This is an optimization exercise on Yosys and OpenROAD, whose aim is small area, a short achievable clock period and few clock cycles per item, not a production implementation. In this exercise RTL edits were held to simulation tests only and were not proved equivalent to the original.

==> module sram_sequencer, before the edit <==
module sram_sequencer (
	input  logic                Clock_50,
	input  logic                Resetn,
	input  logic                start,
	input  csc_pkg::channel_t   x,
	input  csc_pkg::channel_t   g,
	output logic [34:0]         req,
	output logic                done,
	output logic                push,
	output logic [1:0]          push_src,
	output logic                uh_cap,
	output logic                vh_cap,
	output logic                y_cap,
	output logic                uo_cap,
	output logic [4:0]          phase,
	output logic                sr,
	output logic                sb
);
logic pro;
logic run;
logic [7:0] k;
logic [4:0] ph;
logic [7:0] hold_b;
logic [7:0] hold_g;
logic [17:0] addr_q;
logic [15:0] wd_q;
logic done_q;
logic done_o;
logic we_n_o;
logic [17:0] nxt_addr;
logic nxt_we_n;
logic [7:0] kp1;
logic [6:0] cw;
logic [8:0] k3;
logic k_ge7;
logic tail;
logic virt;
logic pre;
logic k_end;
logic idle;
assign req = {addr_q, wd_q, we_n_o};
assign done = done_o;
assign idle = !pro && !run;
assign tail = (k >= 8'd154) && (k <= 8'd159);
assign virt = (k == 8'd255);
assign pre = (k[7:1] == 7'h7f);
assign k_end = (k == 8'd160);
assign k_ge7 = (k >= 8'd7);
always_comb begin
	push = 1'b0;
	push_src = 2'd0;
	uh_cap = 1'b0;
	vh_cap = 1'b0;
	if (pro) begin
		push = (k >= 8'd3);
		if (k == 8'd9) push_src = 2'd2;
		else if (k == 8'd10) push_src = 2'd3;
		else begin
			uh_cap = k[0];
			vh_cap = !k[0];
		end
	end else if (run) begin
		if (ph[0]) begin
			push = 1'b1;
			push_src = (k[0] && !tail) ? 2'd1 : 2'd2;
		end
		if (ph[1]) begin
			push = 1'b1;
			push_src = (k[0] && !tail) ? 2'd0 : 2'd3;
			uh_cap = !k[0] && !tail;
			vh_cap = k[0] && !tail;
		end
	end
end
assign y_cap = ph[0];
assign uo_cap = ph[4];
assign phase = ph;
logic kp1_co;
logic cw_co;
ripple_add #(.N(8)) u_kp1 (.a (k), .b (8'd0), .ci (1'b1), .s (kp1), .co (kp1_co));
ripple_add #(.N(7)) u_cw (.a (k[7:1]), .b (7'd3), .ci (1'b0), .s (cw), .co (cw_co));
sk_add9 u_k3 (
	.a  ({k, ph[0] || ph[1]}),
	.b  ({1'b0, k}),
	.ci (ph[1]),
	.s  (k3)
);
always_comb begin
	nxt_addr = {10'd0, kp1};
	nxt_we_n = 1'b1;
	if (idle) begin
		nxt_addr = csc_pkg::u_base;
	end else if (pro) begin
		if (k == 8'd11) nxt_addr = csc_pkg::u_base | 18'd2;
		else nxt_addr = (k[0] ? csc_pkg::v_base : csc_pkg::u_base) | {17'd0, k_ge7};
	end else begin
		if (ph[3]) begin
			nxt_addr = (k[0] ? csc_pkg::v_base : csc_pkg::u_base) | {11'd0, cw};
		end else if (ph[4]) begin
			nxt_addr = csc_pkg::rgb_base | {9'd0, k3};
			nxt_we_n = virt;
		end else if (ph[0] || ph[1]) begin
			nxt_addr = csc_pkg::rgb_base | {9'd0, k3};
			nxt_we_n = pre;
		end
	end
end
always_ff @(posedge Clock_50 or negedge Resetn) begin
	if (!Resetn) begin
		pro <= 1'b0;
		run <= 1'b0;
		done_q <= 1'b0;
	end else begin
		if (idle) begin
			if (start) begin
				pro <= 1'b1;
				done_q <= 1'b0;
			end
		end else if (pro) begin
			if (k == 8'd12) begin
				pro <= 1'b0;
				run <= 1'b1;
			end
		end else if (ph[2] && k_end) begin
			run <= 1'b0;
			done_q <= 1'b1;
		end
	end
end
always_ff @(posedge Clock_50) begin
	we_n_o <= nxt_we_n;
	if (idle && start) done_o <= 1'b0;
	else if (run && ph[2] && k_end) done_o <= 1'b1;
	else done_o <= done_q;
end
always_ff @(posedge Clock_50) begin
	addr_q <= nxt_addr;
	if (idle) begin
		k <= 8'd1;
	end else if (pro) begin
		if (k == 8'd12) begin
			k <= 8'd254;
			ph <= 5'b00001;
		end else begin
			k <= kp1;
		end
	end else begin
		ph <= {ph[3:0], ph[4]};
		if (ph[1]) k <= kp1;
	end
	sr <= ph[2] || ph[3];
	sb <= ph[1] || ph[4];
	if (ph[3]) hold_b <= x;
	hold_g <= g;
	if (ph[4]) wd_q <= {x, g};
	else if (ph[0]) wd_q <= {hold_b, x};
	else wd_q <= {hold_g, x};
end
endmodule
==> module chroma_upsampler, before the edit <==
module chroma_upsampler (
	input  logic                Clock_50,
	input  csc_pkg::sram_word_t sram_read_data,
	input  logic                push,
	input  logic [1:0]          push_src,
	input  logic                uh_cap,
	input  logic                vh_cap,
	input  logic                y_cap,
	input  logic                uo_cap,
	input  logic [4:0]          phase,
	output csc_pkg::sample_t    y,
	output csc_pkg::sample_t    u,
	output csc_pkg::sample_t    c
);
logic [11:0][7:0] w;
logic [15:0] uh;
logic [15:0] yh;
logic [7:0] uoh;
logic [7:0] pin;
logic [8:0] sum_o;
logic [8:0] sum_m;
logic [8:0] sum_i;
logic [9:0] s0;
logic [9:0] s1;
logic c8;
logic [9:0] s0_q;
logic [9:0] s1_q;
logic c8_q;
logic [9:0] acc;
logic [7:0] sum_o_s;
logic [7:0] sum_m_s;
logic [7:0] sum_i_s;
logic sum_o_c;
logic sum_m_c;
logic sum_i_c;
logic [7:0] fir;
always_comb begin
	case (push_src)
		2'd0: pin = sram_read_data[15:8];
		2'd2: pin = uh[7:0];
		default: pin = uh[15:8];
	endcase
end
fir9_a u_fir (
	.p  (sum_o),
	.q  (sum_m),
	.r  (sum_i),
	.s0 (s0),
	.s1 (s1),
	.c8 (c8)
);
ripple_add #(.N(8)) u_sum_o (.a (w[11]), .b (w[1]), .ci (1'b0), .s (sum_o_s), .co (sum_o_c));
ripple_add #(.N(8)) u_sum_m (.a (w[9]), .b (w[3]), .ci (1'b0), .s (sum_m_s), .co (sum_m_c));
ripple_add #(.N(8)) u_sum_i (.a (w[7]), .b (w[5]), .ci (1'b0), .s (sum_i_s), .co (sum_i_c));
sk_add10 u_acc (.a (s0_q), .b (s1_q), .ci (c8_q), .s (acc));
assign fir = acc[9] ? 8'd0 : (acc[8] ? 8'd255 : acc[7:0]);
always_ff @(posedge Clock_50) begin
	if (push) w <= {w[10:0], pin};
	if (uh_cap) uh <= sram_read_data;
	else if (vh_cap) uh[15:8] <= sram_read_data[7:0];
	if (y_cap) yh <= sram_read_data;
	sum_o <= {sum_o_c, sum_o_s};
	sum_m <= {sum_m_c, sum_m_s};
	sum_i <= {sum_i_c, sum_i_s};
	s0_q <= s0;
	s1_q <= s1;
	c8_q <= c8;
	if (uo_cap) uoh <= fir;
	u <= phase[2] ? w[9] : uoh;
	if (phase[1] || phase[2]) begin
		y <= yh[15:8];
		c <= w[8];
	end else begin
		y <= yh[7:0];
		c <= phase[3] ? fir : uoh;
	end
end
endmodule
==> flow/config.mk <==
export PLATFORM = sky130hd
export DESIGN_NAME = yuv_to_rgb_top
export DESIGN_NICKNAME = yuv_to_rgb_top
export VERILOG_FILES = /design/flow/design.v
export SDC_FILE = /design/flow/constraint.sdc
export NUM_CORES = 4
export LEC_CHECK = 0
export ABC_AREA = 1
export CAP_MARGIN = 20
export CORE_MARGIN = 2
export CORE_UTILIZATION = 40
export SLEW_MARGIN = 20
==> flow/constraint.sdc <==
create_clock -name core_clock -period 15.0 [get_ports {Clock_50}]
set_input_delay 3.0000 -clock core_clock [delete_from_list [all_inputs] [get_ports {Clock_50}]]
set_output_delay 3.0000 -clock core_clock [all_outputs]
set_load 0.01 [all_outputs]
standard.sh (not shown) runs the stock make flow with config.mk's settings and CLKGATE_MAP_FILE= SYNTH_SCRIPT=/design/flow/synth_recipe.tcl, a recipe that flattens the netlist after the stock synthesis.
==> flow/flow/run.sh <==
#!/bin/bash
# The standard layout, with the port buffers that global placement inserts
# made of buf_4 cells, and clock tree synthesis clustering 25 sinks within
# 80 um per leaf buffer, without dummy loads.
set -euo pipefail
bash standard.sh synth > synth.log 2>&1
export BUFFER_PORTS_ARGS="-buffer_cell sky130_fd_sc_hd__buf_4"
export CTS_ARGS="-sink_clustering_enable -repair_clock_nets -sink_clustering_size 25 -sink_clustering_max_diameter 80 -dont_use_dummy_load"
bash standard.sh finish > layout.log 2>&1
Testbench counts at the start, summed over its fixed seeds: cycles 39,408, rows 48.
Then changed:
--- a/flow/design.v
+++ b/flow/design.v
@@ -48,34 +48,35 @@
 logic nxt_we_n;
 logic [7:0] kp1;
 logic [6:0] cw;
 logic [8:0] k3;
 logic k_ge7;
 logic tail;
-logic virt;
 logic pre;
 logic k_end;
 logic idle;
 assign req = {addr_q, wd_q, we_n_o};
 assign done = done_o;
 assign idle = !pro && !run;
 assign tail = (k >= 8'd154) && (k <= 8'd159);
-assign virt = (k == 8'd255);
-assign pre = (k[7:1] == 7'h7f);
+assign pre = (k == 8'd255);
 assign k_end = (k == 8'd160);
 assign k_ge7 = (k >= 8'd7);
 always_comb begin
 	push = 1'b0;
 	push_src = 2'd0;
 	uh_cap = 1'b0;
 	vh_cap = 1'b0;
 	if (pro) begin
 		push = (k >= 8'd3);
-		if (k == 8'd9) push_src = 2'd2;
-		else if (k == 8'd10) push_src = 2'd3;
-		else begin
+		if (k == 8'd9 || k == 8'd13) begin
+			push_src = 2'd2;
+		end else if (k == 8'd10 || k == 8'd14) begin
+			push_src = 2'd3;
+			uh_cap = (k == 8'd14);
+		end else begin
 			uh_cap = k[0];
 			vh_cap = !k[0];
 		end
 	end else if (run) begin
 		if (ph[0]) begin
 			push = 1'b1;
@@ -87,13 +88,13 @@
 			uh_cap = !k[0] && !tail;
 			vh_cap = k[0] && !tail;
 		end
 	end
 end
 assign y_cap = ph[0];
-assign uo_cap = ph[4];
+assign uo_cap = ph[4] || (ph[2] && k == 8'd0);
 assign phase = ph;
 logic kp1_co;
 logic cw_co;
 ripple_add #(.N(8)) u_kp1 (.a (k), .b (8'd0), .ci (1'b1), .s (kp1), .co (kp1_co));
 ripple_add #(.N(7)) u_cw (.a (k[7:1]), .b (7'd3), .ci (1'b0), .s (cw), .co (cw_co));
 sk_add9 u_k3 (
@@ -106,19 +107,21 @@
 	nxt_addr = {10'd0, kp1};
 	nxt_we_n = 1'b1;
 	if (idle) begin
 		nxt_addr = csc_pkg::u_base;
 	end else if (pro) begin
 		if (k == 8'd11) nxt_addr = csc_pkg::u_base | 18'd2;
+		else if (k == 8'd12) nxt_addr = csc_pkg::y_base;
+		else if (k == 8'd13) nxt_addr = csc_pkg::v_base | 18'd2;
 		else nxt_addr = (k[0] ? csc_pkg::v_base : csc_pkg::u_base) | {17'd0, k_ge7};
 	end else begin
 		if (ph[3]) begin
 			nxt_addr = (k[0] ? csc_pkg::v_base : csc_pkg::u_base) | {11'd0, cw};
 		end else if (ph[4]) begin
 			nxt_addr = csc_pkg::rgb_base | {9'd0, k3};
-			nxt_we_n = virt;
+			nxt_we_n = 1'b0;
 		end else if (ph[0] || ph[1]) begin
 			nxt_addr = csc_pkg::rgb_base | {9'd0, k3};
 			nxt_we_n = pre;
 		end
 	end
 end
@@ -131,13 +134,13 @@
 		if (idle) begin
 			if (start) begin
 				pro <= 1'b1;
 				done_q <= 1'b0;
 			end
 		end else if (pro) begin
-			if (k == 8'd12) begin
+			if (k == 8'd14) begin
 				pro <= 1'b0;
 				run <= 1'b1;
 			end
 		end else if (ph[2] && k_end) begin
 			run <= 1'b0;
 			done_q <= 1'b1;
@@ -152,14 +155,14 @@
 end
 always_ff @(posedge Clock_50) begin
 	addr_q <= nxt_addr;
 	if (idle) begin
 		k <= 8'd1;
 	end else if (pro) begin
-		if (k == 8'd12) begin
-			k <= 8'd254;
+		if (k == 8'd14) begin
+			k <= 8'd255;
 			ph <= 5'b00001;
 		end else begin
 			k <= kp1;
 		end
 	end else begin
 		ph <= {ph[3:0], ph[4]};
@@ -250,13 +253,13 @@
 	output csc_pkg::sample_t    y,
 	output csc_pkg::sample_t    u,
 	output csc_pkg::sample_t    c
 );
 logic [11:0][7:0] w;
 logic [15:0] uh;
-logic [15:0] yh;
+logic [7:0] ylo;
 logic [7:0] uoh;
 logic [7:0] pin;
 logic [8:0] sum_o;
 logic [8:0] sum_m;
 logic [8:0] sum_i;
 logic [9:0] s0;
@@ -294,28 +297,28 @@
 sk_add10 u_acc (.a (s0_q), .b (s1_q), .ci (c8_q), .s (acc));
 assign fir = acc[9] ? 8'd0 : (acc[8] ? 8'd255 : acc[7:0]);
 always_ff @(posedge Clock_50) begin
 	if (push) w <= {w[10:0], pin};
 	if (uh_cap) uh <= sram_read_data;
 	else if (vh_cap) uh[15:8] <= sram_read_data[7:0];
-	if (y_cap) yh <= sram_read_data;
+	if (y_cap) begin
+		y <= sram_read_data[15:8];
+		ylo <= sram_read_data[7:0];
+	end else if (phase[3]) begin
+		y <= ylo;
+	end
 	sum_o <= {sum_o_c, sum_o_s};
 	sum_m <= {sum_m_c, sum_m_s};
 	sum_i <= {sum_i_c, sum_i_s};
 	s0_q <= s0;
 	s1_q <= s1;
 	c8_q <= c8;
 	if (uo_cap) uoh <= fir;
 	u <= phase[2] ? w[9] : uoh;
-	if (phase[1] || phase[2]) begin
-		y <= yh[15:8];
-		c <= w[8];
-	end else begin
-		y <= yh[7:0];
-		c <= phase[3] ? fir : uoh;
-	end
+	if (phase[1] || phase[2]) c <= w[8];
+	else c <= phase[3] ? fir : uoh;
 end
 endmodule
 module fir9_a (
 	input  logic [8:0] p,
 	input  logic [8:0] q,
 	input  logic [8:0] r,
Outcome:
- The new run produced a clean layout
- clock skew is higher by 14 ps
- worst setup slack got worse by 40 ps
- first-iteration DRC count went down by 10%
- via count went up by 0.51%
- design area hardly moves
- global-route usage barely changes
Testbench counts after the change, summed over its fixed seeds: cycles 39,264, rows 48.

what the ideal ports hide:
No port has a modelled driver above. Below, the same layouts with a new extraction and two added sets of constraints. Step 1 assumes that a clkbuf_16 drives the clock port and a buf_2 every other input. Step 2 also shifts input and output timing later by t, the mid clock arrival at the registers, as if the neighbouring blocks saw the same clock. Slacks: ideal ports / drivers / drivers and shift; pairs: ideal ports / drivers.
| run | t, ns | setup slack, ns | worst slew at a driven data input, ns |
|---|---|---|---|
| the first run | 0.547 | 11.001 / 10.944 / 11.046 | 0.04 |
| the second run | 0.547 | 10.961 / 10.909 / 11.284 | 0.05 |
After both steps every run listed still meets setup and hold.
